This design comes from an exercise in tuning for small area, a short achievable clock period and few clock cycles on the open sky130 flow, not from production work.
Function was checked by simulation only, so behaviour that the tests miss may differ from the original.

File: design/flow/config.mk
export PLATFORM = sky130hd
export DESIGN_NAME = fast_inverse_sqrt_top
export DESIGN_NICKNAME = fast_inverse_sqrt_top
export VERILOG_FILES = /design/flow/design.v
export SDC_FILE = /design/flow/constraint.sdc
export NUM_CORES = 4
export LEC_CHECK = 0
export CAP_MARGIN = 20
export CORE_MARGIN = 2
export CORE_UTILIZATION = 40
export SLEW_MARGIN = 20
File: design/flow/constraint.sdc
create_clock -name core_clock -period 18.0 [get_ports {clock}]
set_input_delay 3.6000 -clock core_clock [delete_from_list [all_inputs] [get_ports {clock}]]
set_output_delay 3.6000 -clock core_clock [all_outputs]
set_load 0.01 [all_outputs]
File: design/flow/design.v
`default_nettype none
package fisr_pkg;
   localparam logic [31:0] RSQRT_MAGIC = 32'h5f3759df;
   localparam logic [31:0] CANON_NAN   = 32'h7FC00000;
   localparam logic [31:0] FP_HALF     = 32'h3F000000;
   localparam logic [31:0] FP_ONE_HALF = 32'h3FC00000;
   localparam logic [7:0]  EXP_MAX     = 8'hFF;
   function automatic logic [31:0] fp_mul(input logic [31:0] a, input logic [31:0] b);
      logic        sr;
      logic [7:0]  ea, eb, ea_e, eb_e;
      logic [22:0] fa, fb;
      logic        nan_a, nan_b, inf_a, inf_b, zero_a, zero_b;
      logic [47:0] prod, pn, sh;
      logic [5:0]  lead;
      logic signed [10:0] be;
      logic [9:0]  be_eff, rs, bx;
      logic        lost, g, st;
      logic [23:0] mant;
      logic [24:0] mr;
      logic [32:0] w;
      logic [31:0] res;
      sr = a[31] ^ b[31];
      ea = a[30:23];
      eb = b[30:23];
      fa = a[22:0];
      fb = b[22:0];
      nan_a  = (ea == EXP_MAX) && (fa != '0);
      nan_b  = (eb == EXP_MAX) && (fb != '0);
      inf_a  = (ea == EXP_MAX) && (fa == '0);
      inf_b  = (eb == EXP_MAX) && (fb == '0);
      zero_a = (ea == '0) && (fa == '0);
      zero_b = (eb == '0) && (fb == '0);
      ea_e = (ea == '0) ? 8'd1 : ea;
      eb_e = (eb == '0) ? 8'd1 : eb;
      prod = {(ea != '0), fa} * {(eb != '0), fb};
      lead = '0;
      for (int i = 0; i < 48; i++) begin
         if (prod[i]) lead = 6'(i);
      end
      pn = prod << (6'd47 - lead);
      be = $signed({3'b0, ea_e}) + $signed({3'b0, eb_e}) - 11'sd173
           + $signed({5'b0, lead});
      if (be < 11'sd1) begin
         rs     = 10'(11'sd1 - be);
         be_eff = 10'd1;
      end else begin
         rs     = '0;
         be_eff = 10'(be);
      end
      if (rs >= 10'd48) begin
         sh   = '0;
         lost = |pn;
      end else begin
         sh   = pn >> rs;
         lost = |(pn & ((48'd1 << rs) - 48'd1));
      end
      mant = sh[47:24];
      g    = sh[23];
      st   = (|sh[22:0]) | lost;
      mr   = {1'b0, mant} + 25'(g & (st | mant[0]));
      bx   = be_eff - 10'd1;
      w    = {bx, 23'b0} + 33'(mr);
      if (nan_a || nan_b || (inf_a && zero_b) || (inf_b && zero_a)) begin
         res = CANON_NAN;
      end else if (inf_a || inf_b) begin
         res = {sr, EXP_MAX, 23'b0};
      end else if (zero_a || zero_b) begin
         res = {sr, 31'b0};
      end else if (w[32:23] >= 10'd255) begin
         res = {sr, EXP_MAX, 23'b0};
      end else begin
         res = {sr, w[30:0]};
      end
      fp_mul = res;
   endfunction
   function automatic logic [31:0] fp_add(input logic [31:0] a, input logic [31:0] b);
      logic [31:0] big, sml, res;
      logic [7:0]  ea, eb, eg, es, d;
      logic        nan_a, nan_b, inf_a, inf_b, zero_a, zero_b, sub;
      logic [26:0] a27, s27, bs;
      logic [27:0] sum;
      logic [4:0]  lead, lsh;
      logic [26:0] n27;
      logic [9:0]  be, bx;
      logic        g, st;
      logic [23:0] mant;
      logic [24:0] mr;
      logic [32:0] w;
      ea = a[30:23];
      eb = b[30:23];
      nan_a  = (ea == EXP_MAX) && (a[22:0] != '0);
      nan_b  = (eb == EXP_MAX) && (b[22:0] != '0);
      inf_a  = (ea == EXP_MAX) && (a[22:0] == '0);
      inf_b  = (eb == EXP_MAX) && (b[22:0] == '0);
      zero_a = (a[30:0] == '0);
      zero_b = (b[30:0] == '0);
      if (a[30:0] >= b[30:0]) begin
         big = a;
         sml = b;
      end else begin
         big = b;
         sml = a;
      end
      eg = (big[30:23] == '0) ? 8'd1 : big[30:23];
      es = (sml[30:23] == '0) ? 8'd1 : sml[30:23];
      d  = eg - es;
      a27 = {(big[30:23] != '0), big[22:0], 3'b0};
      s27 = {(sml[30:23] != '0), sml[22:0], 3'b0};
      if (d >= 8'd27) begin
         bs = 27'd1;
      end else begin
         bs = (s27 >> d) | 27'((s27 & ((27'd1 << d) - 27'd1)) != '0);
      end
      sub = big[31] ^ sml[31];
      sum = sub ? ({1'b0, a27} - {1'b0, bs}) : ({1'b0, a27} + {1'b0, bs});
      lead = '0;
      for (int i = 0; i < 28; i++) begin
         if (sum[i]) lead = 5'(i);
      end
      lsh = '0;
      if (lead == 5'd27) begin
         n27 = {sum[27:2], sum[1] | sum[0]};
         be  = {2'b0, eg} + 10'd1;
      end else begin
         lsh = 5'd26 - lead;
         if ({3'b0, lsh} <= eg - 8'd1) begin
            n27 = sum[26:0] << lsh;
            be  = {2'b0, eg} - {5'b0, lsh};
         end else begin
            n27 = sum[26:0] << (eg - 8'd1);
            be  = 10'd1;
         end
      end
      mant = n27[26:3];
      g    = n27[2];
      st   = |n27[1:0];
      mr   = {1'b0, mant} + 25'(g & (st | mant[0]));
      bx   = be - 10'd1;
      w    = {bx, 23'b0} + 33'(mr);
      if (nan_a || nan_b || (inf_a && inf_b && (a[31] != b[31]))) begin
         res = CANON_NAN;
      end else if (inf_a) begin
         res = a;
      end else if (inf_b) begin
         res = b;
      end else if (zero_a && zero_b) begin
         res = {a[31] & b[31], 31'b0};
      end else if (zero_b) begin
         res = a;
      end else if (zero_a) begin
         res = b;
      end else if (sum == '0) begin
         res = '0;
      end else if (w[32:23] >= 10'd255) begin
         res = {big[31], EXP_MAX, 23'b0};
      end else begin
         res = {big[31], w[30:0]};
      end
      fp_add = res;
   endfunction
endpackage
`default_nettype wire
`default_nettype none
module fast_inverse_sqrt_top (
   input  wire         clock,
   input  wire         reset,
   input  wire         req_valid,
   output wire         req_ready,
   input  wire  [31:0] req_value_bits,
   output wire         rsp_valid,
   input  wire         rsp_ready,
   output wire  [31:0] rsp_inv_sqrt_bits
);
   logic        en;
   logic        v1_ff, v2_ff, v3_ff, v4_ff, v5_ff;
   logic        v1_in, v2_in, v3_in, v4_in, v5_in;
   logic [31:0] x2_ff, y1_ff, p2_ff, y2_ff, t3_ff, y3_ff, d4_ff, y4_ff, r5_ff;
   logic [31:0] x2_in, y1_in, p2_in, t3_in, d4_in, r_raw, r5_in;
   assign en        = !v5_ff || rsp_ready;
   assign req_ready = en;
   always_comb begin
      v1_in = req_valid;
      v2_in = v1_ff;
      v3_in = v2_ff;
      v4_in = v3_ff;
      v5_in = v4_ff;
      x2_in = fisr_pkg::fp_mul(req_value_bits, fisr_pkg::FP_HALF);
      y1_in = fisr_pkg::RSQRT_MAGIC - {req_value_bits[31], req_value_bits[31:1]};
      p2_in = fisr_pkg::fp_mul(x2_ff, y1_ff);
      t3_in = fisr_pkg::fp_mul(p2_ff, y2_ff);
      d4_in = fisr_pkg::fp_add(fisr_pkg::FP_ONE_HALF, {~t3_ff[31], t3_ff[30:0]});
      r_raw = fisr_pkg::fp_mul(y4_ff, d4_ff);
      r5_in = ((r_raw[30:23] == fisr_pkg::EXP_MAX) && (r_raw[22:0] != '0)) ? fisr_pkg::CANON_NAN : r_raw;
   end
   always_ff @(posedge clock) begin
      if (reset) begin
         v1_ff <= 1'b0;
         v2_ff <= 1'b0;
         v3_ff <= 1'b0;
         v4_ff <= 1'b0;
         v5_ff <= 1'b0;
      end else if (en) begin
         v1_ff <= v1_in;
         v2_ff <= v2_in;
         v3_ff <= v3_in;
         v4_ff <= v4_in;
         v5_ff <= v5_in;
      end
   end
   always_ff @(posedge clock) begin
      if (en) begin
         x2_ff <= x2_in;
         y1_ff <= y1_in;
         p2_ff <= p2_in;
         y2_ff <= y1_ff;
         t3_ff <= t3_in;
         y3_ff <= y2_ff;
         d4_ff <= d4_in;
         y4_ff <= y3_ff;
         r5_ff <= r5_in;
      end
   end
   assign rsp_valid         = v5_ff;
   assign rsp_inv_sqrt_bits = r5_ff;
endmodule
`default_nettype wire
File: design/flow/run.sh
#!/bin/bash
# synth_recipe.tcl (not shown) runs the flow's synth.tcl, then flattens the netlist and writes it again
# the make line also repeats each setting of config.mk as NAME=value (left out here)
make -C /OpenROAD-flow-scripts/flow DESIGN_CONFIG=/design/flow/config.mk WORK_HOME=/design/flow/orfs CLKGATE_MAP_FILE= SYNTH_SCRIPT=/design/flow/synth_recipe.tcl finish
==> results.txt <==
## how the worst min path moves through the flow
stage	from	to	cells after the start	slack [ns]
floorplan	y3_ff[0]$_DFFE_PP_	y4_ff[0]$_DFFE_PP_	0	0.40
global placement	y3_ff[4]$_DFFE_PP_	y4_ff[4]$_DFFE_PP_	0	0.40
detailed placement	y3_ff[13]$_DFFE_PP_	y4_ff[13]$_DFFE_PP_	0	0.41
CTS	y3_ff[3]$_DFFE_PP_	y4_ff[3]$_DFFE_PP_	0	0.40
global route	y3_ff[3]$_DFFE_PP_	y4_ff[3]$_DFFE_PP_	0	0.42
finish	y3_ff[3]$_DFFE_PP_	y4_ff[3]$_DFFE_PP_	0	0.41
## placed cells by master, fill, tap and decap left out, types with 65 or more instances in the layout
cell type and instances:
nand2_1 1878, inv_1 1814, fa_1 1458, and2_1 980, nor2_1 967, a21oi_1 725
ha_1 679, o21ai_0 597, buf_4 454, nor3_1 401, nand3_1 349, edfxtp_1 288
xnor2_1 286, a211oi_1 212, mux2i_1 187, o211ai_1 185, a21o_1 183, nor4_1 177
xor2_1 169, o22ai_1 164, nand4_1 153, and3_1 131, a31oi_1 131, o21a_1 104
o31ai_1 102, or3_1 101, nand2b_1 99, a22oi_1 95, o221ai_1 91, a221oi_1 82
or2_2 81, a211o_1 79, o2111ai_1 71, clkdlybuf4s50_1 69, a2111oi_0 68, mux2_2 67
nor2b_1 65
## cell type report
cell class,count,share of cell area (%)
antenna,12,0.02369
clock buffer,41,0.7592
clock inverter,27,0.2448
inverter,1837,5.449
multi-input combinational,12360,79.29
sequential,293,6.903
tap,3958,3.908
timing repair buffer,539,3.425
## through the flow
| step | hold slack [ns] | cell area (um2) | std cells | setup WS, ns |
|---|---|---|---|---|
| 5_1_grt | 0.4240 | 126700 | 19060 | 0.04991 |
| 3_5_place_dp | 0.4063 | 125200 | 18980 | 0.7350 |
| 6_report | 0.4112 | 126700 | 19070 | 0.7601 |
| 3_3_place_gp | 0.4022 | 125100 | 18970 | 0.6912 |
| 4_1_cts | 0.3952 | 126500 | 19050 | 0.6416 |
| 2_1_floorplan | 0.4003 | 120000 | 15450 | 2.571 |
## per-layer routing
| layer | track usage (%) | up-vias | share of wire [%] |
|---|---|---|---|
| li1 | - | 53240 | - |
| met1 | 40.59 | 58980 | 41 |
| met3 | 5.395 | 1349 | 8.8 |
| met4 | 13.43 | 2 | 5.1 |
| met5 | 0 | - | 0.0027 |
| met2 | 50.62 | 6129 | 45 |
## Yosys cell counts (171+ instances only)
cell type	instances	share of area, %
nand2_1	1878	5.9
inv_1	1815	5.7
fa_1	1459	24
and2_1	981	5.1
nor2_1	976	3.1
a21oi_1	732	3.1
clkbuf_1	724	2.3
ha_1	679	7.1
o21ai_0	600	2.5
nor3_1	405	1.7
nand3_1	349	1.5
edfxtp_1	288	7.2
xnor2_1	287	2.1
a211oi_1	212	1.3
mux2i_1	187	1.6
o211ai_1	185	1.2
a21o_1	183	1.1
nor4_1	181	0.94
xor2_1	171	1.2
## kinds of logic (layout without fill, tap and decap cells)
logic type      after synthesis  after routing  synth area share [%]
compound gates             3813           3813                 22.58
xor+xnor                    461            461                 3.396
fa+ha+maj                  2138           2138                 31.43
buf+inv                    2800           2444                 9.165
flops                       293            293                 7.293
mux                         275            275                 2.584
other cells                   1             14              0.003126
simple gates               5672           5672                 23.55
## worst max-delay path, delay by kind of cell (launching register included)
family / cells / cell delay (ns)
buf+inv: 6 / 0.99
compound gates: 15 / 5.01
xor+xnor: 2 / 0.64
flops: 1 / 0.61
fa+ha+maj: 11 / 4.89
mux: 3 / 0.97
simple gates: 18 / 3.77
## flip-flops by register name (all words and copies together), names as in the netlist
name	flops
r5_ff	32
v3_ff	1
y4_ff	32
x2_ff	32
v1_ff	1
d4_ff	32
v5_ff	1
y3_ff	32
y1_ff	32
t3_ff	32
v4_ff	1
v2_ff	1
p2_ff	32
y2_ff	32
## timing repair
action / in CTS / in global routing
gates resized for setup: 0 / 7
buffers inserted: 0 / 3
endpoints found under the setup margin: 0 / 46
==> flow_summary.toml <==
[timing]
rsz0062_at_grt = "false"
fin_skew_ns = 0.06438
hold_viol_final = 0
tns_ns = 0
relSlewSlack_pct = 15.91
slew_violations = 0
max_freq_mhz = 58.01
finalSetupViolations = 0
worstMarginPinSlew_ns = 1.248
period_needed_ns = 17.24
post-route-period-util_pct = 95.78

[die]
rows = 201
start_util_pct = 40.12
ios = 70
dieArea_mm2 = 0.3043
die_w_um = 551.6
design.core.area_mm2 = 0.2990
die_h_um = 551.6

[cts]
cts_tree = "yes"
root_buffer = "clkbuf_16"
cts_buffers = 38
path_clk_slew_ns = 0.07
clock-sinks = 293
clk_latency_ns = 0.70
cts_hold_buffers = 0
clock_path_buffers = 3
htreeDepth = 2

[route]
drtIter0Drc = 13910
via_count = 119700
ant_nets = 0
detail_route.vias_per_cell = 6.277
drt_wl_total_mm = 481.2
drc = 0
drt-pass1-iter-count = 7
wl_per_cell_um = 25.24

[final_layout]
syn_to_final_growth_pct = 5.645
drive_above_1_share_pct = 6.577
final_util_pct = 42.38
multi_input_area_mm2 = 0.1005
fillCellCount = 30740
regArea_mm2 = 0.008748
nets = 17240

[grt]
grt_max_degree = 64
antenna_found_initial = 12
grt_pass1_wl_mm = 738.8
grt_usage_pct = 31.14
grt-ovfl-total = 0
grt_pass1_vias = 118300

[yosys]
ys_ff_latch = 293
synthCells = 15450
synth_edf_count = 288
yosysSeqAreaShare_pct = 7.293
async_flop_share_pct = 0
synth.distinct_cells = 149
postSynthAreaPerCell_um2 = 7.763
ys_warn_count = 1
synth_flop_cell = "edfxtp_1"
syn_area_mm2 = 0.1200

[setup_path]
r2r-end = "t3_ff[14]$_SDFFCE_PP0P_"
crit_fanout = 36
end_kind = "register"
crit_path_start = "p2_ff[26]$_SDFFCE_PP1P_"
reg2reg_from = "p2_ff[26]$_SDFFCE_PP1P_"
worstPathRequired_ns = 18.38
cp_common_cell = "fa_1"
arrival_ns = 17.62
start_kind = "register"
cp_slowest_stage_delay_ns = 0.65
crit_type = "reg2reg"
rrSetupSlack_ns = 0.76
crit_path_end = "t3_ff[14]$_SDFFCE_PP0P_"
r2r_cells = 55
slowest_stage = "nor3b_1"

[hold_path]
min_path_type = "reg2reg"

[run_status]
outcome = "complete, no violations"

[placed_design]
port_buffers = 69
hpwl_mm = 386.5
routabilityCongestion = 1.034

[run]
drv_cap = 0
Testbench counts, summed over its fixed seeds: cycles 24,040.

-- port drivers added, routing unchanged --
The results above use ideal ports. As a check the final layout listed here was re-extracted and re-timed, cells and wires unchanged.
Step 1, drivers: a clkbuf_16 drives clock and a buf_2 each remaining input, both assumed.
Step 2, shift: input delay + t, output delay - t, t = (earliest + latest rising clock arrival at the registers) / 2. This alone moves slack from input paths to output paths.
Three values: ideal ports, drivers, drivers and shift; two values: the first two.
t, ns: 0.770
setup slack, ns: 0.760 / 0.760 / 0.760
worst setup path at the end: register to register
pins driven straight from the clock port: 1
After both steps setup and hold are still met in this run. The setup slack of this run moves by 0.000 ns with the drivers and by 0.000 ns with both steps.
